What follows belongs to an exercise in optimizing a design on an open flow for small area, a short achievable clock period and few clock cycles per item; a production flow would make more cautious choices. Only simulation tests tie the RTL to the original design; equivalence was not proved.

==> flow/design.v <==
package sdft_pkg;
  function automatic int prod_w(input int in_w);
    prod_w = 2 * in_w + 1;
  endfunction
  function automatic int iter_n(input int in_w, input int fr_w);
    iter_n = in_w + fr_w;
  endfunction
endpackage
module serial_udiv #(parameter int rem_w = 15, parameter int out_w = 15, parameter int d_w = 16) (
  input  logic [rem_w-1:0] rem, input logic xbit, input logic [d_w-1:0] divisor,
  output logic [out_w-1:0] rem_o, output logic take);
  localparam int sw = (rem_w + 1 > d_w) ? rem_w + 1 : d_w;
  localparam int TOPS = (sw > 16) ? 16 : (sw > 8) ? 8 : (sw > 4) ? 4 : (sw > 2) ? 2 : 1;
  logic [sw-1:0] sh, dv, diff, g, p, gg, pp;
  always_comb begin
    sh = sw'({rem, xbit}); dv = sw'(divisor);
    g = ~sh & dv;
    p = ~(sh ^ dv);
    gg = g; pp = p;
    for (int s = 1; s < sw; s = s * 2)
      for (int i = 2*s-1; i < sw; i += 2*s) begin
        gg[i] = gg[i] | (pp[i] & gg[i-s]);
        pp[i] = pp[i] & pp[i-s];
      end
    for (int s = TOPS; s >= 1; s = s / 2)
      for (int i = 3*s-1; i < sw; i += 2*s) begin
        gg[i] = gg[i] | (pp[i] & gg[i-s]);
        pp[i] = pp[i] & pp[i-s];
      end
    diff[0] = sh[0] ^ dv[0];
    for (int i = 1; i < sw; i++) diff[i] = sh[i] ^ dv[i] ^ gg[i-1];
    take = !gg[sw-1];
    rem_o = take ? diff[out_w-1:0] : sh[out_w-1:0];
  end
endmodule
module cd_front (
  input  logic [7:0]  ar,
  input  logic [7:0]  ai,
  input  logic [7:0]  br,
  input  logic [7:0]  bi,
  input  logic [3:0]  br_one,
  input  logic [3:0]  br_two,
  input  logic [3:0]  br_neg,
  input  logic [3:0]  bi_one,
  input  logic [3:0]  bi_two,
  input  logic [3:0]  bi_neg,
  output logic [16:0] nr_x,
  output logic [16:0] nr_y,
  output logic [16:0] nr_z,
  output logic [16:0] ni_x,
  output logic [16:0] ni_y,
  output logic [16:0] ni_z,
  output logic [15:0] d_x,
  output logic [15:0] d_y,
  output logic [15:0] d_z
);
  wire r1 = (((br_one[0] & ar[0]) | (br_two[0] & 1'b0))) ^ br_neg[0];
  wire r2 = (((br_one[0] & ar[1]) | (br_two[0] & ar[0]))) ^ br_neg[0];
  wire r3 = (((br_one[0] & ar[2]) | (br_two[0] & ar[1]))) ^ br_neg[0];
  wire r4 = (((br_one[0] & ar[3]) | (br_two[0] & ar[2]))) ^ br_neg[0];
  wire r5 = (((br_one[0] & ar[4]) | (br_two[0] & ar[3]))) ^ br_neg[0];
  wire r6 = (((br_one[0] & ar[5]) | (br_two[0] & ar[4]))) ^ br_neg[0];
  wire r7 = (((br_one[0] & ar[6]) | (br_two[0] & ar[5]))) ^ br_neg[0];
  wire r8 = (((br_one[0] & ar[7]) | (br_two[0] & ar[6]))) ^ br_neg[0];
  wire r9 = (((br_one[0] & ar[7]) | (br_two[0] & ar[7]))) ^ br_neg[0];
  wire r10 = (((br_one[0] & ar[7]) | (br_two[0] & ar[7]))) ^ br_neg[0];
  wire nr11 = ~r10;
  wire r12 = (((br_one[1] & ar[0]) | (br_two[1] & 1'b0))) ^ br_neg[1];
  wire r13 = (((br_one[1] & ar[1]) | (br_two[1] & ar[0]))) ^ br_neg[1];
  wire r14 = (((br_one[1] & ar[2]) | (br_two[1] & ar[1]))) ^ br_neg[1];
  wire r15 = (((br_one[1] & ar[3]) | (br_two[1] & ar[2]))) ^ br_neg[1];
  wire r16 = (((br_one[1] & ar[4]) | (br_two[1] & ar[3]))) ^ br_neg[1];
  wire r17 = (((br_one[1] & ar[5]) | (br_two[1] & ar[4]))) ^ br_neg[1];
  wire r18 = (((br_one[1] & ar[6]) | (br_two[1] & ar[5]))) ^ br_neg[1];
  wire r19 = (((br_one[1] & ar[7]) | (br_two[1] & ar[6]))) ^ br_neg[1];
  wire r20 = (((br_one[1] & ar[7]) | (br_two[1] & ar[7]))) ^ br_neg[1];
  wire r21 = (((br_one[1] & ar[7]) | (br_two[1] & ar[7]))) ^ br_neg[1];
  wire nr22 = ~r21;
  wire r23 = (((br_one[2] & ar[0]) | (br_two[2] & 1'b0))) ^ br_neg[2];
  wire r24 = (((br_one[2] & ar[1]) | (br_two[2] & ar[0]))) ^ br_neg[2];
  wire r25 = (((br_one[2] & ar[2]) | (br_two[2] & ar[1]))) ^ br_neg[2];
  wire r26 = (((br_one[2] & ar[3]) | (br_two[2] & ar[2]))) ^ br_neg[2];
  wire r27 = (((br_one[2] & ar[4]) | (br_two[2] & ar[3]))) ^ br_neg[2];
  wire r28 = (((br_one[2] & ar[5]) | (br_two[2] & ar[4]))) ^ br_neg[2];
  wire r29 = (((br_one[2] & ar[6]) | (br_two[2] & ar[5]))) ^ br_neg[2];
  wire r30 = (((br_one[2] & ar[7]) | (br_two[2] & ar[6]))) ^ br_neg[2];
  wire r31 = (((br_one[2] & ar[7]) | (br_two[2] & ar[7]))) ^ br_neg[2];
  wire r32 = (((br_one[2] & ar[7]) | (br_two[2] & ar[7]))) ^ br_neg[2];
  wire nr33 = ~r32;
  wire r34 = (((br_one[3] & ar[0]) | (br_two[3] & 1'b0))) ^ br_neg[3];
  wire r35 = (((br_one[3] & ar[1]) | (br_two[3] & ar[0]))) ^ br_neg[3];
  wire r36 = (((br_one[3] & ar[2]) | (br_two[3] & ar[1]))) ^ br_neg[3];
  wire r37 = (((br_one[3] & ar[3]) | (br_two[3] & ar[2]))) ^ br_neg[3];
  wire r38 = (((br_one[3] & ar[4]) | (br_two[3] & ar[3]))) ^ br_neg[3];
  wire r39 = (((br_one[3] & ar[5]) | (br_two[3] & ar[4]))) ^ br_neg[3];
  wire r40 = (((br_one[3] & ar[6]) | (br_two[3] & ar[5]))) ^ br_neg[3];
  wire r41 = (((br_one[3] & ar[7]) | (br_two[3] & ar[6]))) ^ br_neg[3];
  wire r42 = (((br_one[3] & ar[7]) | (br_two[3] & ar[7]))) ^ br_neg[3];
  wire r43 = (((br_one[3] & ar[7]) | (br_two[3] & ar[7]))) ^ br_neg[3];
  wire nr44 = ~r43;
  wire r45 = (((bi_one[0] & ai[0]) | (bi_two[0] & 1'b0))) ^ bi_neg[0];
  wire r46 = (((bi_one[0] & ai[1]) | (bi_two[0] & ai[0]))) ^ bi_neg[0];
  wire r47 = (((bi_one[0] & ai[2]) | (bi_two[0] & ai[1]))) ^ bi_neg[0];
  wire r48 = (((bi_one[0] & ai[3]) | (bi_two[0] & ai[2]))) ^ bi_neg[0];
  wire r49 = (((bi_one[0] & ai[4]) | (bi_two[0] & ai[3]))) ^ bi_neg[0];
  wire r50 = (((bi_one[0] & ai[5]) | (bi_two[0] & ai[4]))) ^ bi_neg[0];
  wire r51 = (((bi_one[0] & ai[6]) | (bi_two[0] & ai[5]))) ^ bi_neg[0];
  wire r52 = (((bi_one[0] & ai[7]) | (bi_two[0] & ai[6]))) ^ bi_neg[0];
  wire r53 = (((bi_one[0] & ai[7]) | (bi_two[0] & ai[7]))) ^ bi_neg[0];
  wire r54 = (((bi_one[0] & ai[7]) | (bi_two[0] & ai[7]))) ^ bi_neg[0];
  wire nr55 = ~r54;
  wire r56 = (((bi_one[1] & ai[0]) | (bi_two[1] & 1'b0))) ^ bi_neg[1];
  wire r57 = (((bi_one[1] & ai[1]) | (bi_two[1] & ai[0]))) ^ bi_neg[1];
  wire r58 = (((bi_one[1] & ai[2]) | (bi_two[1] & ai[1]))) ^ bi_neg[1];
  wire r59 = (((bi_one[1] & ai[3]) | (bi_two[1] & ai[2]))) ^ bi_neg[1];
  wire r60 = (((bi_one[1] & ai[4]) | (bi_two[1] & ai[3]))) ^ bi_neg[1];
  wire r61 = (((bi_one[1] & ai[5]) | (bi_two[1] & ai[4]))) ^ bi_neg[1];
  wire r62 = (((bi_one[1] & ai[6]) | (bi_two[1] & ai[5]))) ^ bi_neg[1];
  wire r63 = (((bi_one[1] & ai[7]) | (bi_two[1] & ai[6]))) ^ bi_neg[1];
  wire r64 = (((bi_one[1] & ai[7]) | (bi_two[1] & ai[7]))) ^ bi_neg[1];
  wire r65 = (((bi_one[1] & ai[7]) | (bi_two[1] & ai[7]))) ^ bi_neg[1];
  wire nr66 = ~r65;
  wire r67 = (((bi_one[2] & ai[0]) | (bi_two[2] & 1'b0))) ^ bi_neg[2];
  wire r68 = (((bi_one[2] & ai[1]) | (bi_two[2] & ai[0]))) ^ bi_neg[2];
  wire r69 = (((bi_one[2] & ai[2]) | (bi_two[2] & ai[1]))) ^ bi_neg[2];
  wire r70 = (((bi_one[2] & ai[3]) | (bi_two[2] & ai[2]))) ^ bi_neg[2];
  wire r71 = (((bi_one[2] & ai[4]) | (bi_two[2] & ai[3]))) ^ bi_neg[2];
  wire r72 = (((bi_one[2] & ai[5]) | (bi_two[2] & ai[4]))) ^ bi_neg[2];
  wire r73 = (((bi_one[2] & ai[6]) | (bi_two[2] & ai[5]))) ^ bi_neg[2];
  wire r74 = (((bi_one[2] & ai[7]) | (bi_two[2] & ai[6]))) ^ bi_neg[2];
  wire r75 = (((bi_one[2] & ai[7]) | (bi_two[2] & ai[7]))) ^ bi_neg[2];
  wire r76 = (((bi_one[2] & ai[7]) | (bi_two[2] & ai[7]))) ^ bi_neg[2];
  wire nr77 = ~r76;
  wire r78 = (((bi_one[3] & ai[0]) | (bi_two[3] & 1'b0))) ^ bi_neg[3];
  wire r79 = (((bi_one[3] & ai[1]) | (bi_two[3] & ai[0]))) ^ bi_neg[3];
  wire r80 = (((bi_one[3] & ai[2]) | (bi_two[3] & ai[1]))) ^ bi_neg[3];
  wire r81 = (((bi_one[3] & ai[3]) | (bi_two[3] & ai[2]))) ^ bi_neg[3];
  wire r82 = (((bi_one[3] & ai[4]) | (bi_two[3] & ai[3]))) ^ bi_neg[3];
  wire r83 = (((bi_one[3] & ai[5]) | (bi_two[3] & ai[4]))) ^ bi_neg[3];
  wire r84 = (((bi_one[3] & ai[6]) | (bi_two[3] & ai[5]))) ^ bi_neg[3];
  wire r85 = (((bi_one[3] & ai[7]) | (bi_two[3] & ai[6]))) ^ bi_neg[3];
  wire r86 = (((bi_one[3] & ai[7]) | (bi_two[3] & ai[7]))) ^ bi_neg[3];
  wire r87 = (((bi_one[3] & ai[7]) | (bi_two[3] & ai[7]))) ^ bi_neg[3];
  wire nr88 = ~r87;
  wire e89 = br_neg[3] ^ bi_neg[3];
  wire e90 = br_neg[3] & bi_neg[3];
  wire s91 = r5 ^ r14 ^ r23;
  wire c92 = (r5 & r14) | (r5 & r23) | (r14 & r23);
  wire s93 = r6 ^ r15;
  wire c94 = r6 & r15;
  wire s95 = r7 ^ r16 ^ r25;
  wire c96 = (r7 & r16) | (r7 & r25) | (r16 & r25);
  wire s97 = r34 ^ r51 ^ r60;
  wire c98 = (r34 & r51) | (r34 & r60) | (r51 & r60);
  wire s99 = r8 ^ r17 ^ r26;
  wire c100 = (r8 & r17) | (r8 & r26) | (r17 & r26);
  wire s101 = r35 ^ r52 ^ r61;
  wire c102 = (r35 & r52) | (r35 & r61) | (r52 & r61);
  wire s103 = r70 ^ r79;
  wire c104 = r70 & r79;
  wire s105 = r9 ^ r18 ^ r27;
  wire c106 = (r9 & r18) | (r9 & r27) | (r18 & r27);
  wire s107 = r36 ^ r53 ^ r62;
  wire c108 = (r36 & r53) | (r36 & r62) | (r53 & r62);
  wire s109 = r71 ^ r80;
  wire c110 = r71 & r80;
  wire s111 = nr11 ^ r19 ^ r28;
  wire c112 = (nr11 & r19) | (nr11 & r28) | (r19 & r28);
  wire s113 = r37 ^ nr55 ^ r63;
  wire c114 = (r37 & nr55) | (r37 & r63) | (nr55 & r63);
  wire s115 = r72 ^ r81;
  wire c116 = r72 & r81;
  wire s117 = r20 ^ r29 ^ r38;
  wire c118 = (r20 & r29) | (r20 & r38) | (r29 & r38);
  wire s119 = r64 ^ r73 ^ r82;
  wire c120 = (r64 & r73) | (r64 & r82) | (r73 & r82);
  wire s121 = nr22 ^ r30 ^ r39;
  wire c122 = (nr22 & r30) | (nr22 & r39) | (r30 & r39);
  wire s123 = nr66 ^ r74;
  wire c124 = nr66 & r74;
  wire s125 = r3 ^ r12 ^ br_neg[1];
  wire c126 = (r3 & r12) | (r3 & br_neg[1]) | (r12 & br_neg[1]);
  wire s127 = r4 ^ r13;
  wire c128 = r4 & r13;
  wire s129 = s91 ^ br_neg[2] ^ r49;
  wire c130 = (s91 & br_neg[2]) | (s91 & r49) | (br_neg[2] & r49);
  wire s131 = r58 ^ r67;
  wire c132 = r58 & r67;
  wire s133 = c92 ^ s93 ^ r24;
  wire c134 = (c92 & s93) | (c92 & r24) | (s93 & r24);
  wire s135 = r50 ^ r59 ^ r68;
  wire c136 = (r50 & r59) | (r50 & r68) | (r59 & r68);
  wire s137 = c94 ^ s95 ^ s97;
  wire c138 = (c94 & s95) | (c94 & s97) | (s95 & s97);
  wire s139 = r69 ^ r78 ^ e89;
  wire c140 = (r69 & r78) | (r69 & e89) | (r78 & e89);
  wire s141 = c96 ^ c98 ^ s99;
  wire c142 = (c96 & c98) | (c96 & s99) | (c98 & s99);
  wire s143 = s101 ^ s103 ^ e90;
  wire c144 = (s101 & s103) | (s101 & e90) | (s103 & e90);
  wire s145 = c100 ^ c102 ^ c104;
  wire c146 = (c100 & c102) | (c100 & c104) | (c102 & c104);
  wire s147 = s105 ^ s107 ^ s109;
  wire c148 = (s105 & s107) | (s105 & s109) | (s107 & s109);
  wire s149 = c106 ^ c108 ^ c110;
  wire c150 = (c106 & c108) | (c106 & c110) | (c108 & c110);
  wire s151 = s111 ^ s113 ^ s115;
  wire c152 = (s111 & s113) | (s111 & s115) | (s113 & s115);
  wire s153 = c112 ^ c114 ^ c116;
  wire c154 = (c112 & c114) | (c112 & c116) | (c114 & c116);
  wire s155 = s117 ^ s119 ^ 1'b1;
  wire c156 = (s117 & s119) | (s117 & 1'b1) | (s119 & 1'b1);
  wire s157 = c118 ^ c120 ^ s121;
  wire c158 = (c118 & c120) | (c118 & s121) | (c120 & s121);
  wire s159 = s123 ^ r83 ^ 1'b1;
  wire c160 = (s123 & r83) | (s123 & 1'b1) | (r83 & 1'b1);
  wire s161 = c122 ^ c124 ^ r31;
  wire c162 = (c122 & c124) | (c122 & r31) | (c124 & r31);
  wire s163 = r40 ^ r75 ^ r84;
  wire c164 = (r40 & r75) | (r40 & r84) | (r75 & r84);
  wire s165 = nr33 ^ r41 ^ nr77;
  wire c166 = (nr33 & r41) | (nr33 & nr77) | (r41 & nr77);
  wire s167 = r85 ^ 1'b1;
  wire c168 = r85 & 1'b1;
  wire s169 = r1 ^ br_neg[0];
  wire c170 = r1 & br_neg[0];
  wire s171 = s125 ^ r47;
  wire c172 = s125 & r47;
  wire s173 = c126 ^ s127 ^ r48;
  wire c174 = (c126 & s127) | (c126 & r48) | (s127 & r48);
  wire s175 = c128 ^ s129 ^ s131;
  wire c176 = (c128 & s129) | (c128 & s131) | (s129 & s131);
  wire s177 = c130 ^ c132 ^ s133;
  wire c178 = (c130 & c132) | (c130 & s133) | (c132 & s133);
  wire s179 = c134 ^ c136 ^ s137;
  wire c180 = (c134 & c136) | (c134 & s137) | (c136 & s137);
  wire s181 = c138 ^ c140 ^ s141;
  wire c182 = (c138 & c140) | (c138 & s141) | (c140 & s141);
  wire s183 = c142 ^ c144 ^ s145;
  wire c184 = (c142 & c144) | (c142 & s145) | (c144 & s145);
  wire s185 = c146 ^ c148 ^ s149;
  wire c186 = (c146 & c148) | (c146 & s149) | (c148 & s149);
  wire s187 = c150 ^ c152 ^ s153;
  wire c188 = (c150 & c152) | (c150 & s153) | (c152 & s153);
  wire s189 = c154 ^ c156 ^ s157;
  wire c190 = (c154 & c156) | (c154 & s157) | (c156 & s157);
  wire s191 = c158 ^ c160 ^ s161;
  wire c192 = (c158 & c160) | (c158 & s161) | (c160 & s161);
  wire s193 = c162 ^ c164 ^ s165;
  wire c194 = (c162 & c164) | (c162 & s165) | (c164 & s165);
  wire s195 = c166 ^ c168 ^ r42;
  wire c196 = (c166 & c168) | (c166 & r42) | (c168 & r42);
  wire s197 = nr44 ^ nr88;
  wire c198 = nr44 & nr88;
  assign nr_x = {c198, c196, c194, c192, c190, c188, c186, c184, c182, c180, c178, c176, c174, c172, s171, c170, s169};
  assign nr_y = {1'b0, s197, s195, s193, s191, s189, s187, s185, s183, s181, s179, s177, s175, s173, r56, r2, r45};
  assign nr_z = {1'b0, 1'b1, r86, s167, s163, s159, s155, s151, s147, s143, s139, s135, bi_neg[2], r57, bi_neg[1], r46, bi_neg[0]};
  wire r199 = (((br_one[0] & ai[0]) | (br_two[0] & 1'b0))) ^ br_neg[0];
  wire r200 = (((br_one[0] & ai[1]) | (br_two[0] & ai[0]))) ^ br_neg[0];
  wire r201 = (((br_one[0] & ai[2]) | (br_two[0] & ai[1]))) ^ br_neg[0];
  wire r202 = (((br_one[0] & ai[3]) | (br_two[0] & ai[2]))) ^ br_neg[0];
  wire r203 = (((br_one[0] & ai[4]) | (br_two[0] & ai[3]))) ^ br_neg[0];
  wire r204 = (((br_one[0] & ai[5]) | (br_two[0] & ai[4]))) ^ br_neg[0];
  wire r205 = (((br_one[0] & ai[6]) | (br_two[0] & ai[5]))) ^ br_neg[0];
  wire r206 = (((br_one[0] & ai[7]) | (br_two[0] & ai[6]))) ^ br_neg[0];
  wire r207 = (((br_one[0] & ai[7]) | (br_two[0] & ai[7]))) ^ br_neg[0];
  wire r208 = (((br_one[0] & ai[7]) | (br_two[0] & ai[7]))) ^ br_neg[0];
  wire nr209 = ~r208;
  wire r210 = (((br_one[1] & ai[0]) | (br_two[1] & 1'b0))) ^ br_neg[1];
  wire r211 = (((br_one[1] & ai[1]) | (br_two[1] & ai[0]))) ^ br_neg[1];
  wire r212 = (((br_one[1] & ai[2]) | (br_two[1] & ai[1]))) ^ br_neg[1];
  wire r213 = (((br_one[1] & ai[3]) | (br_two[1] & ai[2]))) ^ br_neg[1];
  wire r214 = (((br_one[1] & ai[4]) | (br_two[1] & ai[3]))) ^ br_neg[1];
  wire r215 = (((br_one[1] & ai[5]) | (br_two[1] & ai[4]))) ^ br_neg[1];
  wire r216 = (((br_one[1] & ai[6]) | (br_two[1] & ai[5]))) ^ br_neg[1];
  wire r217 = (((br_one[1] & ai[7]) | (br_two[1] & ai[6]))) ^ br_neg[1];
  wire r218 = (((br_one[1] & ai[7]) | (br_two[1] & ai[7]))) ^ br_neg[1];
  wire r219 = (((br_one[1] & ai[7]) | (br_two[1] & ai[7]))) ^ br_neg[1];
  wire nr220 = ~r219;
  wire r221 = (((br_one[2] & ai[0]) | (br_two[2] & 1'b0))) ^ br_neg[2];
  wire r222 = (((br_one[2] & ai[1]) | (br_two[2] & ai[0]))) ^ br_neg[2];
  wire r223 = (((br_one[2] & ai[2]) | (br_two[2] & ai[1]))) ^ br_neg[2];
  wire r224 = (((br_one[2] & ai[3]) | (br_two[2] & ai[2]))) ^ br_neg[2];
  wire r225 = (((br_one[2] & ai[4]) | (br_two[2] & ai[3]))) ^ br_neg[2];
  wire r226 = (((br_one[2] & ai[5]) | (br_two[2] & ai[4]))) ^ br_neg[2];
  wire r227 = (((br_one[2] & ai[6]) | (br_two[2] & ai[5]))) ^ br_neg[2];
  wire r228 = (((br_one[2] & ai[7]) | (br_two[2] & ai[6]))) ^ br_neg[2];
  wire r229 = (((br_one[2] & ai[7]) | (br_two[2] & ai[7]))) ^ br_neg[2];
  wire r230 = (((br_one[2] & ai[7]) | (br_two[2] & ai[7]))) ^ br_neg[2];
  wire nr231 = ~r230;
  wire r232 = (((br_one[3] & ai[0]) | (br_two[3] & 1'b0))) ^ br_neg[3];
  wire r233 = (((br_one[3] & ai[1]) | (br_two[3] & ai[0]))) ^ br_neg[3];
  wire r234 = (((br_one[3] & ai[2]) | (br_two[3] & ai[1]))) ^ br_neg[3];
  wire r235 = (((br_one[3] & ai[3]) | (br_two[3] & ai[2]))) ^ br_neg[3];
  wire r236 = (((br_one[3] & ai[4]) | (br_two[3] & ai[3]))) ^ br_neg[3];
  wire r237 = (((br_one[3] & ai[5]) | (br_two[3] & ai[4]))) ^ br_neg[3];
  wire r238 = (((br_one[3] & ai[6]) | (br_two[3] & ai[5]))) ^ br_neg[3];
  wire r239 = (((br_one[3] & ai[7]) | (br_two[3] & ai[6]))) ^ br_neg[3];
  wire r240 = (((br_one[3] & ai[7]) | (br_two[3] & ai[7]))) ^ br_neg[3];
  wire r241 = (((br_one[3] & ai[7]) | (br_two[3] & ai[7]))) ^ br_neg[3];
  wire nr242 = ~r241;
  wire ng243 = ~bi_neg[0] & (bi_one[0] | bi_two[0]);
  wire r244 = (((bi_one[0] & ar[0]) | (bi_two[0] & 1'b0))) ^ ng243;
  wire r245 = (((bi_one[0] & ar[1]) | (bi_two[0] & ar[0]))) ^ ng243;
  wire r246 = (((bi_one[0] & ar[2]) | (bi_two[0] & ar[1]))) ^ ng243;
  wire r247 = (((bi_one[0] & ar[3]) | (bi_two[0] & ar[2]))) ^ ng243;
  wire r248 = (((bi_one[0] & ar[4]) | (bi_two[0] & ar[3]))) ^ ng243;
  wire r249 = (((bi_one[0] & ar[5]) | (bi_two[0] & ar[4]))) ^ ng243;
  wire r250 = (((bi_one[0] & ar[6]) | (bi_two[0] & ar[5]))) ^ ng243;
  wire r251 = (((bi_one[0] & ar[7]) | (bi_two[0] & ar[6]))) ^ ng243;
  wire r252 = (((bi_one[0] & ar[7]) | (bi_two[0] & ar[7]))) ^ ng243;
  wire r253 = (((bi_one[0] & ar[7]) | (bi_two[0] & ar[7]))) ^ ng243;
  wire nr254 = ~r253;
  wire ng255 = ~bi_neg[1] & (bi_one[1] | bi_two[1]);
  wire r256 = (((bi_one[1] & ar[0]) | (bi_two[1] & 1'b0))) ^ ng255;
  wire r257 = (((bi_one[1] & ar[1]) | (bi_two[1] & ar[0]))) ^ ng255;
  wire r258 = (((bi_one[1] & ar[2]) | (bi_two[1] & ar[1]))) ^ ng255;
  wire r259 = (((bi_one[1] & ar[3]) | (bi_two[1] & ar[2]))) ^ ng255;
  wire r260 = (((bi_one[1] & ar[4]) | (bi_two[1] & ar[3]))) ^ ng255;
  wire r261 = (((bi_one[1] & ar[5]) | (bi_two[1] & ar[4]))) ^ ng255;
  wire r262 = (((bi_one[1] & ar[6]) | (bi_two[1] & ar[5]))) ^ ng255;
  wire r263 = (((bi_one[1] & ar[7]) | (bi_two[1] & ar[6]))) ^ ng255;
  wire r264 = (((bi_one[1] & ar[7]) | (bi_two[1] & ar[7]))) ^ ng255;
  wire r265 = (((bi_one[1] & ar[7]) | (bi_two[1] & ar[7]))) ^ ng255;
  wire nr266 = ~r265;
  wire ng267 = ~bi_neg[2] & (bi_one[2] | bi_two[2]);
  wire r268 = (((bi_one[2] & ar[0]) | (bi_two[2] & 1'b0))) ^ ng267;
  wire r269 = (((bi_one[2] & ar[1]) | (bi_two[2] & ar[0]))) ^ ng267;
  wire r270 = (((bi_one[2] & ar[2]) | (bi_two[2] & ar[1]))) ^ ng267;
  wire r271 = (((bi_one[2] & ar[3]) | (bi_two[2] & ar[2]))) ^ ng267;
  wire r272 = (((bi_one[2] & ar[4]) | (bi_two[2] & ar[3]))) ^ ng267;
  wire r273 = (((bi_one[2] & ar[5]) | (bi_two[2] & ar[4]))) ^ ng267;
  wire r274 = (((bi_one[2] & ar[6]) | (bi_two[2] & ar[5]))) ^ ng267;
  wire r275 = (((bi_one[2] & ar[7]) | (bi_two[2] & ar[6]))) ^ ng267;
  wire r276 = (((bi_one[2] & ar[7]) | (bi_two[2] & ar[7]))) ^ ng267;
  wire r277 = (((bi_one[2] & ar[7]) | (bi_two[2] & ar[7]))) ^ ng267;
  wire nr278 = ~r277;
  wire ng279 = ~bi_neg[3] & (bi_one[3] | bi_two[3]);
  wire r280 = (((bi_one[3] & ar[0]) | (bi_two[3] & 1'b0))) ^ ng279;
  wire r281 = (((bi_one[3] & ar[1]) | (bi_two[3] & ar[0]))) ^ ng279;
  wire r282 = (((bi_one[3] & ar[2]) | (bi_two[3] & ar[1]))) ^ ng279;
  wire r283 = (((bi_one[3] & ar[3]) | (bi_two[3] & ar[2]))) ^ ng279;
  wire r284 = (((bi_one[3] & ar[4]) | (bi_two[3] & ar[3]))) ^ ng279;
  wire r285 = (((bi_one[3] & ar[5]) | (bi_two[3] & ar[4]))) ^ ng279;
  wire r286 = (((bi_one[3] & ar[6]) | (bi_two[3] & ar[5]))) ^ ng279;
  wire r287 = (((bi_one[3] & ar[7]) | (bi_two[3] & ar[6]))) ^ ng279;
  wire r288 = (((bi_one[3] & ar[7]) | (bi_two[3] & ar[7]))) ^ ng279;
  wire r289 = (((bi_one[3] & ar[7]) | (bi_two[3] & ar[7]))) ^ ng279;
  wire nr290 = ~r289;
  wire e291 = br_neg[3] ^ ng279;
  wire e292 = br_neg[3] & ng279;
  wire s293 = r203 ^ r212 ^ r221;
  wire c294 = (r203 & r212) | (r203 & r221) | (r212 & r221);
  wire s295 = r204 ^ r213;
  wire c296 = r204 & r213;
  wire s297 = r205 ^ r214 ^ r223;
  wire c298 = (r205 & r214) | (r205 & r223) | (r214 & r223);
  wire s299 = r232 ^ r250 ^ r260;
  wire c300 = (r232 & r250) | (r232 & r260) | (r250 & r260);
  wire s301 = r206 ^ r215 ^ r224;
  wire c302 = (r206 & r215) | (r206 & r224) | (r215 & r224);
  wire s303 = r233 ^ r251 ^ r261;
  wire c304 = (r233 & r251) | (r233 & r261) | (r251 & r261);
  wire s305 = r271 ^ r281;
  wire c306 = r271 & r281;
  wire s307 = r207 ^ r216 ^ r225;
  wire c308 = (r207 & r216) | (r207 & r225) | (r216 & r225);
  wire s309 = r234 ^ r252 ^ r262;
  wire c310 = (r234 & r252) | (r234 & r262) | (r252 & r262);
  wire s311 = r272 ^ r282;
  wire c312 = r272 & r282;
  wire s313 = nr209 ^ r217 ^ r226;
  wire c314 = (nr209 & r217) | (nr209 & r226) | (r217 & r226);
  wire s315 = r235 ^ nr254 ^ r263;
  wire c316 = (r235 & nr254) | (r235 & r263) | (nr254 & r263);
  wire s317 = r273 ^ r283;
  wire c318 = r273 & r283;
  wire s319 = r218 ^ r227 ^ r236;
  wire c320 = (r218 & r227) | (r218 & r236) | (r227 & r236);
  wire s321 = r264 ^ r274 ^ r284;
  wire c322 = (r264 & r274) | (r264 & r284) | (r274 & r284);
  wire s323 = nr220 ^ r228 ^ r237;
  wire c324 = (nr220 & r228) | (nr220 & r237) | (r228 & r237);
  wire s325 = nr266 ^ r275;
  wire c326 = nr266 & r275;
  wire s327 = r201 ^ r210 ^ br_neg[1];
  wire c328 = (r201 & r210) | (r201 & br_neg[1]) | (r210 & br_neg[1]);
  wire s329 = r202 ^ r211;
  wire c330 = r202 & r211;
  wire s331 = s293 ^ br_neg[2] ^ r248;
  wire c332 = (s293 & br_neg[2]) | (s293 & r248) | (br_neg[2] & r248);
  wire s333 = r258 ^ r268;
  wire c334 = r258 & r268;
  wire s335 = c294 ^ s295 ^ r222;
  wire c336 = (c294 & s295) | (c294 & r222) | (s295 & r222);
  wire s337 = r249 ^ r259 ^ r269;
  wire c338 = (r249 & r259) | (r249 & r269) | (r259 & r269);
  wire s339 = c296 ^ s297 ^ s299;
  wire c340 = (c296 & s297) | (c296 & s299) | (s297 & s299);
  wire s341 = r270 ^ r280 ^ e291;
  wire c342 = (r270 & r280) | (r270 & e291) | (r280 & e291);
  wire s343 = c298 ^ c300 ^ s301;
  wire c344 = (c298 & c300) | (c298 & s301) | (c300 & s301);
  wire s345 = s303 ^ s305 ^ e292;
  wire c346 = (s303 & s305) | (s303 & e292) | (s305 & e292);
  wire s347 = c302 ^ c304 ^ c306;
  wire c348 = (c302 & c304) | (c302 & c306) | (c304 & c306);
  wire s349 = s307 ^ s309 ^ s311;
  wire c350 = (s307 & s309) | (s307 & s311) | (s309 & s311);
  wire s351 = c308 ^ c310 ^ c312;
  wire c352 = (c308 & c310) | (c308 & c312) | (c310 & c312);
  wire s353 = s313 ^ s315 ^ s317;
  wire c354 = (s313 & s315) | (s313 & s317) | (s315 & s317);
  wire s355 = c314 ^ c316 ^ c318;
  wire c356 = (c314 & c316) | (c314 & c318) | (c316 & c318);
  wire s357 = s319 ^ s321 ^ 1'b1;
  wire c358 = (s319 & s321) | (s319 & 1'b1) | (s321 & 1'b1);
  wire s359 = c320 ^ c322 ^ s323;
  wire c360 = (c320 & c322) | (c320 & s323) | (c322 & s323);
  wire s361 = s325 ^ r285 ^ 1'b1;
  wire c362 = (s325 & r285) | (s325 & 1'b1) | (r285 & 1'b1);
  wire s363 = c324 ^ c326 ^ r229;
  wire c364 = (c324 & c326) | (c324 & r229) | (c326 & r229);
  wire s365 = r238 ^ r276 ^ r286;
  wire c366 = (r238 & r276) | (r238 & r286) | (r276 & r286);
  wire s367 = nr231 ^ r239 ^ nr278;
  wire c368 = (nr231 & r239) | (nr231 & nr278) | (r239 & nr278);
  wire s369 = r287 ^ 1'b1;
  wire c370 = r287 & 1'b1;
  wire s371 = r199 ^ br_neg[0];
  wire c372 = r199 & br_neg[0];
  wire s373 = s327 ^ r246;
  wire c374 = s327 & r246;
  wire s375 = c328 ^ s329 ^ r247;
  wire c376 = (c328 & s329) | (c328 & r247) | (s329 & r247);
  wire s377 = c330 ^ s331 ^ s333;
  wire c378 = (c330 & s331) | (c330 & s333) | (s331 & s333);
  wire s379 = c332 ^ c334 ^ s335;
  wire c380 = (c332 & c334) | (c332 & s335) | (c334 & s335);
  wire s381 = c336 ^ c338 ^ s339;
  wire c382 = (c336 & c338) | (c336 & s339) | (c338 & s339);
  wire s383 = c340 ^ c342 ^ s343;
  wire c384 = (c340 & c342) | (c340 & s343) | (c342 & s343);
  wire s385 = c344 ^ c346 ^ s347;
  wire c386 = (c344 & c346) | (c344 & s347) | (c346 & s347);
  wire s387 = c348 ^ c350 ^ s351;
  wire c388 = (c348 & c350) | (c348 & s351) | (c350 & s351);
  wire s389 = c352 ^ c354 ^ s355;
  wire c390 = (c352 & c354) | (c352 & s355) | (c354 & s355);
  wire s391 = c356 ^ c358 ^ s359;
  wire c392 = (c356 & c358) | (c356 & s359) | (c358 & s359);
  wire s393 = c360 ^ c362 ^ s363;
  wire c394 = (c360 & c362) | (c360 & s363) | (c362 & s363);
  wire s395 = c364 ^ c366 ^ s367;
  wire c396 = (c364 & c366) | (c364 & s367) | (c366 & s367);
  wire s397 = c368 ^ c370 ^ r240;
  wire c398 = (c368 & c370) | (c368 & r240) | (c370 & r240);
  wire s399 = nr242 ^ nr290;
  wire c400 = nr242 & nr290;
  assign ni_x = {c400, c398, c396, c394, c392, c390, c388, c386, c384, c382, c380, c378, c376, c374, s373, c372, s371};
  assign ni_y = {1'b0, s399, s397, s395, s393, s391, s389, s387, s385, s383, s381, s379, s377, s375, r256, r200, r244};
  assign ni_z = {1'b0, 1'b1, r288, s369, s365, s361, s357, s353, s349, s345, s341, s337, ng267, r257, ng255, r245, ng243};
  wire sq401 = br[0] & br[1];
  wire sq402 = br[0] & br[2];
  wire sq403 = br[0] & br[3];
  wire sq404 = br[0] & br[4];
  wire sq405 = br[0] & br[5];
  wire sq406 = br[0] & br[6];
  wire sq407 = br[0] & br[7];
  wire nq408 = ~sq407;
  wire sq409 = br[1] & br[2];
  wire sq410 = br[1] & br[3];
  wire sq411 = br[1] & br[4];
  wire sq412 = br[1] & br[5];
  wire sq413 = br[1] & br[6];
  wire sq414 = br[1] & br[7];
  wire nq415 = ~sq414;
  wire sq416 = br[2] & br[3];
  wire sq417 = br[2] & br[4];
  wire sq418 = br[2] & br[5];
  wire sq419 = br[2] & br[6];
  wire sq420 = br[2] & br[7];
  wire nq421 = ~sq420;
  wire sq422 = br[3] & br[4];
  wire sq423 = br[3] & br[5];
  wire sq424 = br[3] & br[6];
  wire sq425 = br[3] & br[7];
  wire nq426 = ~sq425;
  wire sq427 = br[4] & br[5];
  wire sq428 = br[4] & br[6];
  wire sq429 = br[4] & br[7];
  wire nq430 = ~sq429;
  wire sq431 = br[5] & br[6];
  wire sq432 = br[5] & br[7];
  wire nq433 = ~sq432;
  wire sq434 = br[6] & br[7];
  wire nq435 = ~sq434;
  wire sq436 = bi[0] & bi[1];
  wire sq437 = bi[0] & bi[2];
  wire sq438 = bi[0] & bi[3];
  wire sq439 = bi[0] & bi[4];
  wire sq440 = bi[0] & bi[5];
  wire sq441 = bi[0] & bi[6];
  wire sq442 = bi[0] & bi[7];
  wire nq443 = ~sq442;
  wire sq444 = bi[1] & bi[2];
  wire sq445 = bi[1] & bi[3];
  wire sq446 = bi[1] & bi[4];
  wire sq447 = bi[1] & bi[5];
  wire sq448 = bi[1] & bi[6];
  wire sq449 = bi[1] & bi[7];
  wire nq450 = ~sq449;
  wire sq451 = bi[2] & bi[3];
  wire sq452 = bi[2] & bi[4];
  wire sq453 = bi[2] & bi[5];
  wire sq454 = bi[2] & bi[6];
  wire sq455 = bi[2] & bi[7];
  wire nq456 = ~sq455;
  wire sq457 = bi[3] & bi[4];
  wire sq458 = bi[3] & bi[5];
  wire sq459 = bi[3] & bi[6];
  wire sq460 = bi[3] & bi[7];
  wire nq461 = ~sq460;
  wire sq462 = bi[4] & bi[5];
  wire sq463 = bi[4] & bi[6];
  wire sq464 = bi[4] & bi[7];
  wire nq465 = ~sq464;
  wire sq466 = bi[5] & bi[6];
  wire sq467 = bi[5] & bi[7];
  wire nq468 = ~sq467;
  wire sq469 = bi[6] & bi[7];
  wire nq470 = ~sq469;
  wire e471 = br[4] ^ bi[4];
  wire e472 = br[4] & bi[4];
  wire s473 = sq405 ^ sq411 ^ sq416;
  wire c474 = (sq405 & sq411) | (sq405 & sq416) | (sq411 & sq416);
  wire s475 = sq406 ^ sq412;
  wire c476 = sq406 & sq412;
  wire s477 = nq408 ^ sq413 ^ sq418;
  wire c478 = (nq408 & sq413) | (nq408 & sq418) | (sq413 & sq418);
  wire s479 = sq422 ^ nq443 ^ sq448;
  wire c480 = (sq422 & nq443) | (sq422 & sq448) | (nq443 & sq448);
  wire s481 = nq415 ^ sq419 ^ sq423;
  wire c482 = (nq415 & sq419) | (nq415 & sq423) | (sq419 & sq423);
  wire s483 = nq450 ^ sq454 ^ sq458;
  wire c484 = (nq450 & sq454) | (nq450 & sq458) | (sq454 & sq458);
  wire s485 = nq421 ^ sq424 ^ sq427;
  wire c486 = (nq421 & sq424) | (nq421 & sq427) | (sq424 & sq427);
  wire s487 = br[5] ^ nq456 ^ sq459;
  wire c488 = (br[5] & nq456) | (br[5] & sq459) | (nq456 & sq459);
  wire s489 = sq403 ^ sq409 ^ br[2];
  wire c490 = (sq403 & sq409) | (sq403 & br[2]) | (sq409 & br[2]);
  wire s491 = sq404 ^ sq410;
  wire c492 = sq404 & sq410;
  wire s493 = s473 ^ br[3] ^ sq440;
  wire c494 = (s473 & br[3]) | (s473 & sq440) | (br[3] & sq440);
  wire s495 = sq446 ^ sq451;
  wire c496 = sq446 & sq451;
  wire s497 = c474 ^ s475 ^ sq417;
  wire c498 = (c474 & s475) | (c474 & sq417) | (s475 & sq417);
  wire s499 = sq441 ^ sq447 ^ sq452;
  wire c500 = (sq441 & sq447) | (sq441 & sq452) | (sq447 & sq452);
  wire s501 = c476 ^ s477 ^ s479;
  wire c502 = (c476 & s477) | (c476 & s479) | (s477 & s479);
  wire s503 = sq453 ^ sq457 ^ e471;
  wire c504 = (sq453 & sq457) | (sq453 & e471) | (sq457 & e471);
  wire s505 = c478 ^ c480 ^ s481;
  wire c506 = (c478 & c480) | (c478 & s481) | (c480 & s481);
  wire s507 = s483 ^ 1'b1 ^ e472;
  wire c508 = (s483 & 1'b1) | (s483 & e472) | (1'b1 & e472);
  wire s509 = c482 ^ c484 ^ s485;
  wire c510 = (c482 & c484) | (c482 & s485) | (c484 & s485);
  wire s511 = s487 ^ sq462 ^ bi[5];
  wire c512 = (s487 & sq462) | (s487 & bi[5]) | (sq462 & bi[5]);
  wire s513 = c486 ^ c488 ^ nq426;
  wire c514 = (c486 & c488) | (c486 & nq426) | (c488 & nq426);
  wire s515 = sq428 ^ nq461 ^ sq463;
  wire c516 = (sq428 & nq461) | (sq428 & sq463) | (nq461 & sq463);
  wire s517 = nq430 ^ sq431 ^ br[6];
  wire c518 = (nq430 & sq431) | (nq430 & br[6]) | (sq431 & br[6]);
  wire s519 = nq465 ^ sq466 ^ bi[6];
  wire c520 = (nq465 & sq466) | (nq465 & bi[6]) | (sq466 & bi[6]);
  wire s521 = sq401 ^ br[1];
  wire c522 = sq401 & br[1];
  wire s523 = s489 ^ sq438;
  wire c524 = s489 & sq438;
  wire s525 = c490 ^ s491 ^ sq439;
  wire c526 = (c490 & s491) | (c490 & sq439) | (s491 & sq439);
  wire s527 = c492 ^ s493 ^ s495;
  wire c528 = (c492 & s493) | (c492 & s495) | (s493 & s495);
  wire s529 = c494 ^ c496 ^ s497;
  wire c530 = (c494 & c496) | (c494 & s497) | (c496 & s497);
  wire s531 = c498 ^ c500 ^ s501;
  wire c532 = (c498 & c500) | (c498 & s501) | (c500 & s501);
  wire s533 = c502 ^ c504 ^ s505;
  wire c534 = (c502 & c504) | (c502 & s505) | (c504 & s505);
  wire s535 = c506 ^ c508 ^ s509;
  wire c536 = (c506 & c508) | (c506 & s509) | (c508 & s509);
  wire s537 = c510 ^ c512 ^ s513;
  wire c538 = (c510 & c512) | (c510 & s513) | (c512 & s513);
  wire s539 = c514 ^ c516 ^ s517;
  wire c540 = (c514 & c516) | (c514 & s517) | (c516 & s517);
  wire s541 = c518 ^ c520 ^ nq433;
  wire c542 = (c518 & c520) | (c518 & nq433) | (c520 & nq433);
  wire s543 = nq435 ^ br[7] ^ nq470;
  wire c544 = (nq435 & br[7]) | (nq435 & nq470) | (br[7] & nq470);
  assign d_x = {c544, c542, c540, c538, c536, c534, c532, c530, c528, c526, c524, s523, c522, s521, 1'b0, br[0]};
  assign d_y = {1'b0, s543, s541, s539, s537, s535, s533, s531, s529, s527, s525, sq444, sq402, sq436, 1'b0, bi[0]};
  assign d_z = {1'b0, bi[7], nq468, s519, s515, s511, s507, s503, s499, bi[3], sq445, bi[2], sq437, bi[1], 1'b0, 1'b0};
endmodule
module complex_div #(
  parameter int data_in_w  = 8,
  parameter int data_out_w = 16,
  parameter int frac_w     = 8
) (
  input  logic                         clk,
  input  logic                         reset_n,
  input  logic signed [data_in_w-1:0]  a_real,
  input  logic signed [data_in_w-1:0]  a_imag,
  input  logic signed [data_in_w-1:0]  b_real,
  input  logic signed [data_in_w-1:0]  b_imag,
  input  logic                         in_valid,
  output logic                         in_ready,
  output logic signed [data_out_w-1:0] out_real,
  output logic signed [data_out_w-1:0] out_imag,
  output logic                         out_valid,
  input  logic                         out_ready,
  output logic                         div_zero,
  output logic                         sat
);
  localparam int NS = 16;    
  localparam int DW = 16;    
  localparam int SPS = 1;    
  localparam int NT = NS / SPS;  
  logic          adv;                
  logic [NT+4:0] vld;                
  logic          kv;                 
  logic          push, pop, o_free;
  assign in_ready = adv;
  logic [7:0] ar0, ai0, br0, bi0;
  logic [3:0] br_one, br_two, br_neg, bi_one, bi_two, bi_neg;
  function automatic logic [11:0] booth(input logic [7:0] b);
    logic [3:0] o, t, n;
    logic       b2, b1, b0;
    for (int k = 0; k < 4; k++) begin
      b2   = b[2*k+1];
      b1   = b[2*k];
      b0   = (k == 0) ? 1'b0 : b[2*k-1];
      o[k] = b1 ^ b0;
      t[k] = (b2 & ~b1 & ~b0) | (~b2 & b1 & b0);
      n[k] = b2 & ~(b1 & b0);
    end
    booth = {o, t, n};
  endfunction
  logic [16:0] nr_x, nr_y, nr_z, ni_x, ni_y, ni_z;
  logic [15:0] d_x, d_y, d_z;
  logic [16:0] nr_x1, nr_y1, nr_z1, ni_x1, ni_y1, ni_z1;
  logic [15:0] d_x1, d_y1, d_z1;
  cd_front u_front (
    .ar(ar0), .ai(ai0), .br(br0), .bi(bi0),
    .br_one(br_one), .br_two(br_two), .br_neg(br_neg),
    .bi_one(bi_one), .bi_two(bi_two), .bi_neg(bi_neg),
    .nr_x(nr_x), .nr_y(nr_y), .nr_z(nr_z),
    .ni_x(ni_x), .ni_y(ni_y), .ni_z(ni_z),
    .d_x(d_x), .d_y(d_y), .d_z(d_z)
  );
  always_ff @(posedge clk) begin
    if (adv) begin
      ar0   <= a_real;
      ai0   <= a_imag;
      br0   <= b_real;
      bi0   <= b_imag;
      {br_one, br_two, br_neg} <= booth(b_real);
      {bi_one, bi_two, bi_neg} <= booth(b_imag);
      nr_x1 <= nr_x;
      nr_y1 <= nr_y;
      nr_z1 <= nr_z;
      ni_x1 <= ni_x;
      ni_y1 <= ni_y;
      ni_z1 <= ni_z;
      d_x1  <= d_x;
      d_y1  <= d_y;
      d_z1  <= d_z;
    end
  end
  logic [NS:0][14:0] rem_r, rem_i;    
  logic [NS:0][15:0] dq_r, dq_i;      
  logic [NS:0][15:0] den;
  logic [NS:0]       ng_r, ng_i, dz;   
  logic [16:0] nr2, ni2;
  logic [15:0] d2;
  always_ff @(posedge clk) begin
    if (adv) begin
      nr2 <= nr_x1 + nr_y1 + nr_z1;
      ni2 <= ni_x1 + ni_y1 + ni_z1;
      d2  <= d_x1 + d_y1 + d_z1;
    end
  end
  logic [15:0] nm_r3, nm_i3, d3;
  logic        ng_r3, ng_i3;
  always_ff @(posedge clk) begin
    if (adv) begin
      nm_r3 <= nr2[16] ? 16'(-nr2) : nr2[15:0];
      nm_i3 <= ni2[16] ? 16'(-ni2) : ni2[15:0];
      ng_r3 <= nr2[16];
      ng_i3 <= ni2[16];
      d3    <= d2;
    end
  end
  assign rem_r[0] = 15'(nm_r3[15:8]);
  assign rem_i[0] = 15'(nm_i3[15:8]);
  assign dq_r[0]  = {nm_r3[7:0], 8'b0};
  assign dq_i[0]  = {nm_i3[7:0], 8'b0};
  assign den[0]   = d3;
  assign ng_r[0]  = ng_r3;
  assign ng_i[0]  = ng_i3;
  assign dz[0]    = 1'b0;
  for (genvar j = 1; j <= NS; j++) begin : g_step
    localparam int WI = (8 + j - 1 < 15) ? 8 + j - 1 : 15;    
    localparam int WO = (8 + j < 15) ? 8 + j : 15;            
    localparam int XQ = (j < 8) ? 8 : j;                       
    localparam bit REG = (j % SPS == 0) || (j == NS);
    logic [WO-1:0] nrem_r, nrem_i;
    logic          tk_r, tk_i;
    logic [15:0]   ndq_r, ndq_i;
    serial_udiv #(.rem_w(WI), .out_w(WO), .d_w(DW)) u_r (
      .rem(rem_r[j-1][WI-1:0]), .xbit(dq_r[j-1][15]), .divisor(den[j-1]),
      .rem_o(nrem_r), .take(tk_r));
    serial_udiv #(.rem_w(WI), .out_w(WO), .d_w(DW)) u_i (
      .rem(rem_i[j-1][WI-1:0]), .xbit(dq_i[j-1][15]), .divisor(den[j-1]),
      .rem_o(nrem_i), .take(tk_i));
    assign ndq_r = {dq_r[j-1][14:0], tk_r};
    assign ndq_i = {dq_i[j-1][14:0], tk_i};
    if (REG) begin : g_reg
      logic [XQ-1:0] xq_r, xq_i;
      logic          g_r, g_i;
      always_ff @(posedge clk) begin
        if (adv) begin
          g_r <= ng_r[j-1];
          g_i <= ng_i[j-1];
        end
      end
      if (j < 8) begin : g_x
        always_ff @(posedge clk) begin
          if (adv) begin
            xq_r <= {ndq_r[15:8+j], ndq_r[j-1:0]};
            xq_i <= {ndq_i[15:8+j], ndq_i[j-1:0]};
          end
        end
        assign dq_r[j] = {xq_r[7:j], 8'b0, xq_r[j-1:0]};
        assign dq_i[j] = {xq_i[7:j], 8'b0, xq_i[j-1:0]};
      end else begin : g_q
        always_ff @(posedge clk) begin
          if (adv) begin
            xq_r <= ndq_r[j-1:0];
            xq_i <= ndq_i[j-1:0];
          end
        end
        assign dq_r[j] = 16'(xq_r);
        assign dq_i[j] = 16'(xq_i);
      end
      if (j < NS) begin : g_rem
        logic [WO-1:0] rr, ri;
        logic [15:0]   dd;
        always_ff @(posedge clk) begin
          if (adv) begin
            rr <= nrem_r;
            ri <= nrem_i;
            dd <= den[j-1];
          end
        end
        assign rem_r[j] = 15'(rr);
        assign rem_i[j] = 15'(ri);
        assign den[j]   = dd;
        assign dz[j]    = 1'b0;
      end else begin : g_last
        logic z;
        always_ff @(posedge clk) begin
          if (adv) z <= (den[j-1] == 16'd0);
        end
        assign rem_r[j] = '0;
        assign rem_i[j] = '0;
        assign den[j]   = '0;
        assign dz[j]    = z;
      end
      assign ng_r[j] = g_r;
      assign ng_i[j] = g_i;
    end else begin : g_comb
      assign rem_r[j] = 15'(nrem_r);
      assign rem_i[j] = 15'(nrem_i);
      assign dq_r[j]  = ndq_r;
      assign dq_i[j]  = ndq_i;
      assign den[j]   = den[j-1];
      assign ng_r[j]  = ng_r[j-1];
      assign ng_i[j]  = ng_i[j-1];
      assign dz[j]    = 1'b0;
    end
  end
  function automatic logic [16:0] clamp(input logic neg, input logic zero, input logic [15:0] q);
    logic [15:0] v;
    logic        s;
    if (zero) begin
      v = 16'd0;
      s = 1'b0;
    end else if (q[15]) begin
      v = neg ? 16'h8000 : 16'h7fff;
      s = !neg || (q[14:0] != 15'd0);
    end else begin
      v = neg ? -q : q;
      s = 1'b0;
    end
    clamp = {s, v};
  endfunction
  logic [15:0] res_r, res_i;
  logic        st_r, st_i;
  assign {st_r, res_r} = clamp(ng_r[NS], dz[NS], dq_r[NS]);
  assign {st_i, res_i} = clamp(ng_i[NS], dz[NS], dq_i[NS]);
  logic [15:0] k_real, k_imag;
  logic        k_dz, k_sat;
  assign push   = adv && vld[NT+3];
  assign pop    = out_valid && out_ready;
  assign o_free = !out_valid || out_ready;
  always_ff @(posedge clk) begin
    if (adv) begin
      k_real <= res_r;
      k_imag <= res_i;
      k_dz   <= dz[NS];
      k_sat  <= st_r || st_i;
    end
    if (o_free) begin
      out_real <= kv ? k_real : res_r;
      out_imag <= kv ? k_imag : res_i;
      div_zero <= kv ? k_dz   : dz[NS];
      sat      <= kv ? k_sat  : (st_r || st_i);
    end
  end
  logic kv_n;
  always_comb begin
    if (o_free) kv_n = kv && push;
    else        kv_n = kv || push;
  end
  always_ff @(posedge clk or negedge reset_n) begin
    if (!reset_n) begin
      adv       <= 1'b0;
      vld       <= '0;
      kv        <= 1'b0;
      out_valid <= 1'b0;
    end else begin
      if (adv) vld <= {vld[NT+3:0], in_valid};
      kv        <= kv_n;
      out_valid <= o_free ? (kv || push) : 1'b1;
      adv       <= !kv_n;
    end
  end
endmodule
==> flow/run.sh <==
#!/bin/bash
# synth_recipe.tcl (not shown) runs the flow's synth.tcl, then flattens the netlist and writes it again
# the make line also repeats each setting of config.mk as NAME=value (left out here)
make -C /OpenROAD-flow-scripts/flow DESIGN_CONFIG=/design/flow/config.mk WORK_HOME=/design/flow/orfs CLKGATE_MAP_FILE= SYNTH_SCRIPT=/design/flow/synth_recipe.tcl finish
==> flow/config.mk <==
export PLATFORM = sky130hd
export DESIGN_NAME = complex_div
export DESIGN_NICKNAME = complex_div
export VERILOG_FILES = /design/flow/design.v
export SDC_FILE = /design/flow/constraint.sdc
export NUM_CORES = 4
export LEC_CHECK = 0
export ABC_CLOCK_PERIOD_IN_PS = 3100
export CAP_MARGIN = 20
export CORE_MARGIN = 2
export CORE_UTILIZATION = 60
export CTS_BUF_LIST = sky130_fd_sc_hd__clkbuf_8
export CTS_CLUSTER_SIZE = 24
export SETUP_SLACK_MARGIN = 3.8
export SLEW_MARGIN = 20
==> flow/constraint.sdc <==
create_clock -name core_clock -period 7.0 [get_ports {clk}]
set_input_delay 1.4000 -clock core_clock [delete_from_list [all_inputs] [get_ports {clk}]]
set_output_delay 1.4000 -clock core_clock [all_outputs]
set_load 0.01 [all_outputs]
==> results of run 1 <==
[cell usage in the layout, fill, tap and decap left out, types with 30 or more instances in the layout]
cell             synthesis  routed
mux2_2                  50      50
a21oi_1                157     156
clkinv_2                 0      37
nor2_1                 253     250
xnor2_1                176     176
or3_1                   30      30
edfxtp_1              1366    1366
dlygate4sd2_1            0      35
xor2_1                 178     177
a21o_1                 162     160
nor3_1                  39      37
clkinv_1                 0      43
inv_1                  605     662
and2_1                  56      56
ha_1                   507     502
nand2b_1                67      66
o211ai_1                31      31
clkdlybuf4s50_1          0      34
nor2b_1                 56      56
fa_1                   331     318
o21ai_0                188     183
mux2i_1                287     286
buf_4                    5     118
nand2_1                253     253
clkbuf_8                 0     234
nand3_1                 42      41
a22oi_1                103     103
o21a_1                  39      37
[synthesized netlist by cell type, drive strengths merged (44+ instances only)]
master / n
a211oi: 44
a21o: 162
a21oi: 171
a22oi: 103
and2: 56
buf: 54
clkbuf: 106
edfxtp: 1366
fa: 331
ha: 507
inv: 605
mux2: 52
mux2i: 287
nand2: 253
nand2b: 67
nor2: 253
nor2b: 56
o21ai: 192
xnor2: 176
xor2: 178
[how the worst max path moves through the flow]
stage	from	end	cells past startpoint
final	g_step[3].g_reg.xq_r[7]	g_step[4].g_reg.g_rem.rr[11]	14
after global routing	g_step[5].g_reg.g_rem.dd[0]	g_step[6].g_reg.g_rem.rr[11]	12
after CTS	adv	in_ready	1
after floorplan	adv	in_ready	0
after detailed placement	g_step[7].g_reg.g_rem.dd[0]	g_step[8].g_reg.g_rem.ri[12]	9
after global placement	g_step[7].g_reg.g_rem.dd[0]	g_step[8].g_reg.g_rem.ri[12]	9
[cell families after synthesis]
| kind of cell | after synthesis |
|---|---|
| buffers and inverters | 766 |
| adders and majority gates | 839 |
| AOI/OAI and AO/OA | 946 |
| muxes | 339 |
| and+or+nand+nor | 916 |
| DFF | 1389 |
| xor gates and xnor gates | 354 |
[area by class of cell]
| cell class | count | share of cell area, % |
|---|---|---|
| clock inverter | 178 | 1.54 |
| tap | 1650 | 2.47 |
| inverter | 606 | 2.73 |
| clock buffer | 233 | 3.84 |
| sequential | 1389 | 49.8 |
| antenna | 1 | 0.00299 |
| multi-input combinational | 3397 | 37.2 |
| timing repair buffer | 218 | 2.43 |
[routing by layer]
layer | wire, um | part of all wire [%]
met1 | 58000 | 39
met2 | 77600 | 53
met3 | 5360 | 3.6
met4 | 6580 | 4.5
met5 | 0 | 0
[what timing repair did]
action,4_1_cts,5_1_grt
setup buffers,27,85
cloned,2,1
gates resized for setup,76,49
setup endpoints to repair,238,188
pin swaps,14,41
[sequential cells by signal, indices dropped and copies added, names as in the netlist, 17 cells and up]
| signal | count |
|---|---|
| vld | 20 |
| g_step.g_reg.g_rem.dd | 240 |
| g_step.g_reg.g_rem.rr | 204 |
| g_step.g_reg.g_rem.ri | 204 |
| ni2 | 17 |
| g_step.g_reg.xq_r | 164 |
| ni_x1 | 17 |
| g_step.g_reg.xq_i | 164 |
| nr_x1 | 17 |
| nr2 | 17 |
[stage by stage]
stage | area (um^2) | std cells
finish | 83600 | 7672
global route | 83600 | 7672
floorplan | 75400 | 5549
CTS | 82700 | 7585
global placement | 77700 | 7145
detailed placement | 77700 | 7145
==> impl_metrics.json, run 1 <==
{
  "yosysWarnings": 9,
  "grt_overflow": 0,
  "yosysTopAreaCellShare_pct": 54.4,
  "maxCapViolCount": 0,
  "ys.flop_type": "edfxtp_1",
  "io_buffers": 71,
  "drt-vias-per-instance": 5.57,
  "gr-usage-all-layers_pct": 23.3,
  "clock_path_buffers": 3,
  "status": "finished clean",
  "via_count": 42718,
  "hold_buffers": 0,
  "crit_slowest_cell": "edfxtp_1",
  "finalHoldViolations": 0,
  "slew_headroom_pct": 26.4,
  "critPathLaunchType": "flop",
  "grt_pass1_vias": 43631,
  "synth.distinct_cells": 81,
  "wl_per_cell_um": 19.2,
  "synth_top_family_by_area": "adder cells",
  "syn_to_final_growth_pct": 10.9,
  "syn_nets": 6423,
  "ys_ff_latch": 1389,
  "required_ns": 7.65,
  "synth_xor_area_share_pct": 4.11,
  "die_y_um": 358,
  "synth_mux_area_share_pct": 4.59,
  "critPathMaxStageDelay_ns": 0.38,
  "synth_top_area_cell": "edfxtp_1",
  "period_needed_ns": 3.11,
  "start_util_pct": 60.3,
  "crit_family": "compound AO/OA/AOI/OAI gates",
  "setup_violations": 0,
  "synth_compound_area_share_pct": 8.91,
  "hold_ws_ns": 0.413,
  "synthAdderAreaFrac_pct": 17.2,
  "worstHoldEndpoint": "g_step[13].g_reg.xq_r[3]",
  "r2r-start": "g_step[3].g_reg.xq_r[7]",
  "h-tree-depth": 4,
  "cts_tree": "yes",
  "synth_area_mm2": 0.0754,
  "ys_async_sr_fraction_pct": 1.66,
  "synth-edff-count": 1366,
  "cpMostUsedCell": "a21o_1",
  "post-route-period-util_pct": 44.4,
  "seq_area_frac_synth_pct": 55.2,
  "setup_tns_ns": 0,
  "reg2reg_to": "g_step[4].g_reg.g_rem.rr[11]",
  "core_region_area_mm2": 0.125,
  "dr.pass1.iters": 6,
  "avgSynthCellArea_um2": 13.6,
  "grt_max_degree": 181,
  "drt-initial-drc-count": 2580,
  "ios": 72,
  "yosys.area_share.simple_pct": 5.92,
  "layout-drive-gt1-share_pct": 10.8,
  "hold_path_class": "flop to flop",
  "crit_fanout": 2,
  "grt_pass1_wl_um": 233000,
  "rows": 130,
  "gp_congestion": 0.836,
  "worstPathCellList": "inv_1 -> ha_2 -> fa_2 -> a21o_1 -> a21o_1 -> a21o_1 -> a31o_4 -> a21o_1 -> nand3_1 -> nand2_1 -> fa_1 -> xnor2_1 -> nand2_1 -> o21ai_0",
  "worstMarginPinSlew_ns": 1.10,
  "hold_path.startpoint": "g_step[12].g_reg.xq_r[2]",
  "drc": 0,
  "rsz0062_at_grt": "true",
  "synthTopCellsByArea": "edfxtp_1 (54%), fa_1 (8.8%), ha_1 (8.4%)",
  "rrSetupSlack_ns": 3.89,
  "dieArea_mm2": 0.128,
  "slew_violations": 0,
  "ff2ff_path_depth": 14,
  "numCtsBuffers": 225,
  "syn_inst": 5549,
  "met1_usage_pct": 27.3,
  "min_path_cells": 0,
  "arrival_ns": 3.75,
  "regArea_mm2": 0.0416,
  "path_clk_slew_ns": 0.06,
  "cts_root_buffer": "clkbuf_8",
  "max_freq_mhz": 322,
  "fp.dieW_um": 358,
  "antenna_found_initial": 1,
  "insertion_delay_ns": 0.93,
  "finalClockSkew_ns": 0.0256,
  "busiest_layer": "met2",
  "fillerInstances": 9212,
  "path_buf_inv": 1,
  "numClockSinks": 1389,
  "wl_um": 148000,
  "met2_usage_pct": 42.3,
  "grt_util_met3_pct": 3.61,
  "crit_type": "flop to flop",
  "dpl.hpwl_um": 105000,
  "multiInputGateArea_mm2": 0.0311,
  "setup_ws_ns": 3.89,
  "fin_util_pct": 66.8,
  "end_kind": "flop",
  "ant_nets": 0,
  "pre_cts_ws_ns": 3.45,
  "fin_nets": 6711
}
Testbench counts, summed over its fixed seeds: cycles 3,376, items 3,200.
==> inputs of run 2 (changes only) <==
--- a/flow/config.mk
+++ b/flow/config.mk
@@ -5,7 +5,7 @@
 export SDC_FILE = /design/flow/constraint.sdc
 export NUM_CORES = 4
 export LEC_CHECK = 0
-export ABC_CLOCK_PERIOD_IN_PS = 3100
+export ABC_AREA = 1
 export CAP_MARGIN = 20
 export CORE_MARGIN = 2
 export CORE_UTILIZATION = 60
==> run 2 against run 1 <==
  * Synthesized cell count increased by 16%
  * Final area is 1.5% lower
  * Worst setup slack improved by 0.0061 ns
  * Final cell count is 10% higher
  * Critical path type unchanged
  * Clock skew rose by 0.027 ns
  * Utilization down 1.3 points
==> impl_metrics.json, run 2 <==
{
  "synth_area_mm2": 0.0761,
  "yosysTopAreaCellShare_pct": 53.9,
  "rsz0062_at_grt": "false",
  "synth_top_area_cell": "edfxtp_1",
  "seq_area_frac_synth_pct": 54.7,
  "cts_root_buffer": "clkbuf_8",
  "core_region_area_mm2": 0.126,
  "syn_nets": 7290,
  "synth_xor_area_share_pct": 4.28,
  "numClockSinks": 1389,
  "hold_buffers": 0,
  "rows": 130,
  "avgSynthCellArea_um2": 11.9,
  "maxCapViolCount": 0,
  "crit_slowest_cell": "inv_1",
  "crit_family": "adder cells",
  "final_common_cell": "edfxtp_1",
  "crit_fanout": 14,
  "ant_nets": 0,
  "insertion_delay_ns": 0.95,
  "arrival_ns": 3.73,
  "yosysWarnings": 9,
  "synth_mux_area_share_pct": 0.0444,
  "max_flop_register": "g_step.g_reg.g_rem.dd",
  "fp.dieW_um": 360,
  "start_util_pct": 60.5,
  "via_count": 45035,
  "worstPathCellList": "inv_1 -> nor2_1 -> xor2_1 -> inv_1 -> ha_1 -> xnor2_1 -> fa_1 -> fa_1",
  "cts_tree": "yes",
  "setup_violations": 0,
  "dr.pass1.iters": 5,
  "gr-usage-all-layers_pct": 25.0,
  "period_needed_ns": 3.10,
  "drc": 0,
  "ys_ff_latch": 1389,
  "dieArea_mm2": 0.130,
  "syn_inst": 6416,
  "required_ns": 7.63,
  "status": "finished clean",
  "synthAdderAreaFrac_pct": 17.0,
  "yosys.area_share.simple_pct": 9.43,
  "largest_reg_flops": 240,
  "ys_async_sr_fraction_pct": 1.66,
  "synth_compound_area_share_pct": 8.37,
  "synth-edff-count": 1366,
  "synthTopCellsByArea": "edfxtp_1 (54%), fa_1 (8.7%), ha_1 (8.3%)",
  "h-tree-depth": 4,
  "hold_path_class": "flop to flop",
  "ios": 72,
  "antenna_found_initial": 1,
  "fillerInstances": 9758,
  "numCtsBuffers": 222,
  "slew_headroom_pct": 27.1,
  "slew_violations": 0,
  "post-route-period-util_pct": 44.3,
  "critPathLaunchType": "flop",
  "setup_tns_ns": 0,
  "crit_type": "flop to flop",
  "path_clk_slew_ns": 0.06,
  "dpl.hpwl_um": 118000,
  "synth.distinct_cells": 53,
  "path_buf_inv": 2,
  "wl_per_cell_um": 18.6,
  "drt-vias-per-instance": 5.33,
  "wl_um": 157000,
  "layout-drive-gt1-share_pct": 10.5,
  "gp_congestion": 0.860,
  "worstMarginPinSlew_ns": 1.09,
  "max_freq_mhz": 323,
  "end_kind": "flop",
  "final_cell_mix": "edfxtp_1 (1,366), nand2_1 (1,186), inv_1 (1,039)",
  "synth_top_family_by_area": "adder cells",
  "drt-initial-drc-count": 2640,
  "finalClockSkew_ns": 0.0521,
  "grt_pass1_vias": 46726,
  "grt_pass1_wl_um": 251000,
  "synth_common_cells": "edfxtp_1 (1,366), nand2_1 (1,188), inv_1 (981), ha_1 (507), xor2_1 (336)",
  "ys.flop_type": "edfxtp_1",
  "die_y_um": 360,
  "grt_max_degree": 176,
  "grt_overflow": 0,
  "fin_util_pct": 65.5,
  "top_regs": "g_step.g_reg.g_rem.dd: 240 flops, g_step.g_reg.g_rem.ri: 204 flops, g_step.g_reg.g_rem.rr: 204 flops",
  "finalHoldViolations": 0,
  "io_buffers": 71,
  "critPathMaxStageDelay_ns": 0.54,
  "clock_path_buffers": 3,
  "fin_nets": 7484,
  "syn_to_final_growth_pct": 8.24,
  "synth_most_common_cell": "edfxtp_1"
}
==> run 2: changes by cell type after synthesis, sizes merged, moves of 58 or more <==
cell    change
a21o       -88
clkbuf     -58
a22oi     -103
xor2      +158
nand3     +162
o22ai     +104
xnor2     -140
o21ai     +269
nand2     +985
mux2i     -287
nand2b     -67
inv       +386
nor2       -70
==> run 2: path summary, 6_finish.rpt <==
| check | start | endpoint | slack, ns | depth (start not counted) |
|---|---|---|---|---|
| max | ai0[7] | nr_y1[10] | 3.90 | 8 |
| min | g_step[1].g_reg.xq_r[5] | g_step[2].g_reg.xq_r[6] | 0.40 | 0 |
| max reg2reg | ai0[7] | nr_y1[10] | 3.90 | 8 |
| min reg2reg | g_step[1].g_reg.xq_r[5] | g_step[2].g_reg.xq_r[6] | 0.40 | 0 |
| max in group asynchronous | reset_n | adv | 6.18 | 1 |
| min in group asynchronous | reset_n | vld[13] | 0.43 | 1 |
==> run 2: worst reg2reg max path, stage by stage (launching register included) <==
cell and delay, ns:
edfxtp_1 0.39, inv_1 0.54, nor2_1 0.16, xor2_1 0.27, inv_1 0.10, ha_1 0.31, xnor2_1 0.15, fa_1 0.43
fa_1 0.49
==> run 2: routing by layer <==
metal	routed length [um]	track usage, %	share of wire [%]	vias up
met5	0	0	0	-
met4	7470	11.5	4.8	0
met3	5470	3.62	3.5	351
met2	84900	47.0	54	848
met1	59000	27.7	38	21635
li1	-	-	-	22201
==> run 2: final cells by class <==
cell class	count	area, um^2	share of cell area [%]
well taps	1650	2060	2.51
clock inverters	184	1000	1.22
flip-flops and latches	1389	41600	50.5
clock buffers	223	3070	3.73
multi-input cells	3896	29800	36.2
inverters	995	3750	4.55
repair buffers	106	997	1.21
diodes	4	10.0	0.0122
==> run 2: cell families after synthesis <==
group           after synthesis
flops                      1389
mux                           3
xor+xnor                    372
compound gates              959
buf+inv                    1131
simple gates               1724
fa+ha+maj                   838
==> run 2: repair_timing <==
item                                    4_1_cts  5_1_grt
endpoints found under the setup margin       47       80
hold endpoints to repair                      0        0
resized for setup                            36       14
setup buffers                                 5       10
==> run 2: metrics by stage <==
step	cell area [um^2]	instances	hold WS (ns)	worst slack, ns
CTS	82200	8432	0.400	3.80
detailed placement	78100	8020	0.405	3.70
global placement	78100	8020	0.400	3.67
floorplan	76100	6416	0.400	-3.36
finish	82300	8447	0.397	3.90
global route	82300	8445	0.393	3.80

==> what the ideal ports hide <==
Ports are ideal in the flow. The routed layouts listed here were re-timed in OpenROAD.
Step 1 assumes that a clkbuf_16 drives the clock port and a buf_2 every other input.
Step 2, shift: input delay + t, output delay - t, t = (earliest + latest rising clock arrival at the registers) / 2. This alone moves slack from input paths to output paths.
a / b / c = ideal ports / drivers / drivers and shift; a / b = the first two.
run | shift t [ns] | setup slack, ns | worst slew at a driven data input, ns
run 1 | 0.990 | 3.895 / 3.862 / 3.744 | 0.05
run 2 | 1.002 | 3.901 / 3.837 / 3.901 | 0.07
After both steps setup and hold are still met in every run listed. The setup slack of run 1, which loses most, moves by -0.033 ns with the drivers and by -0.151 ns with both steps.
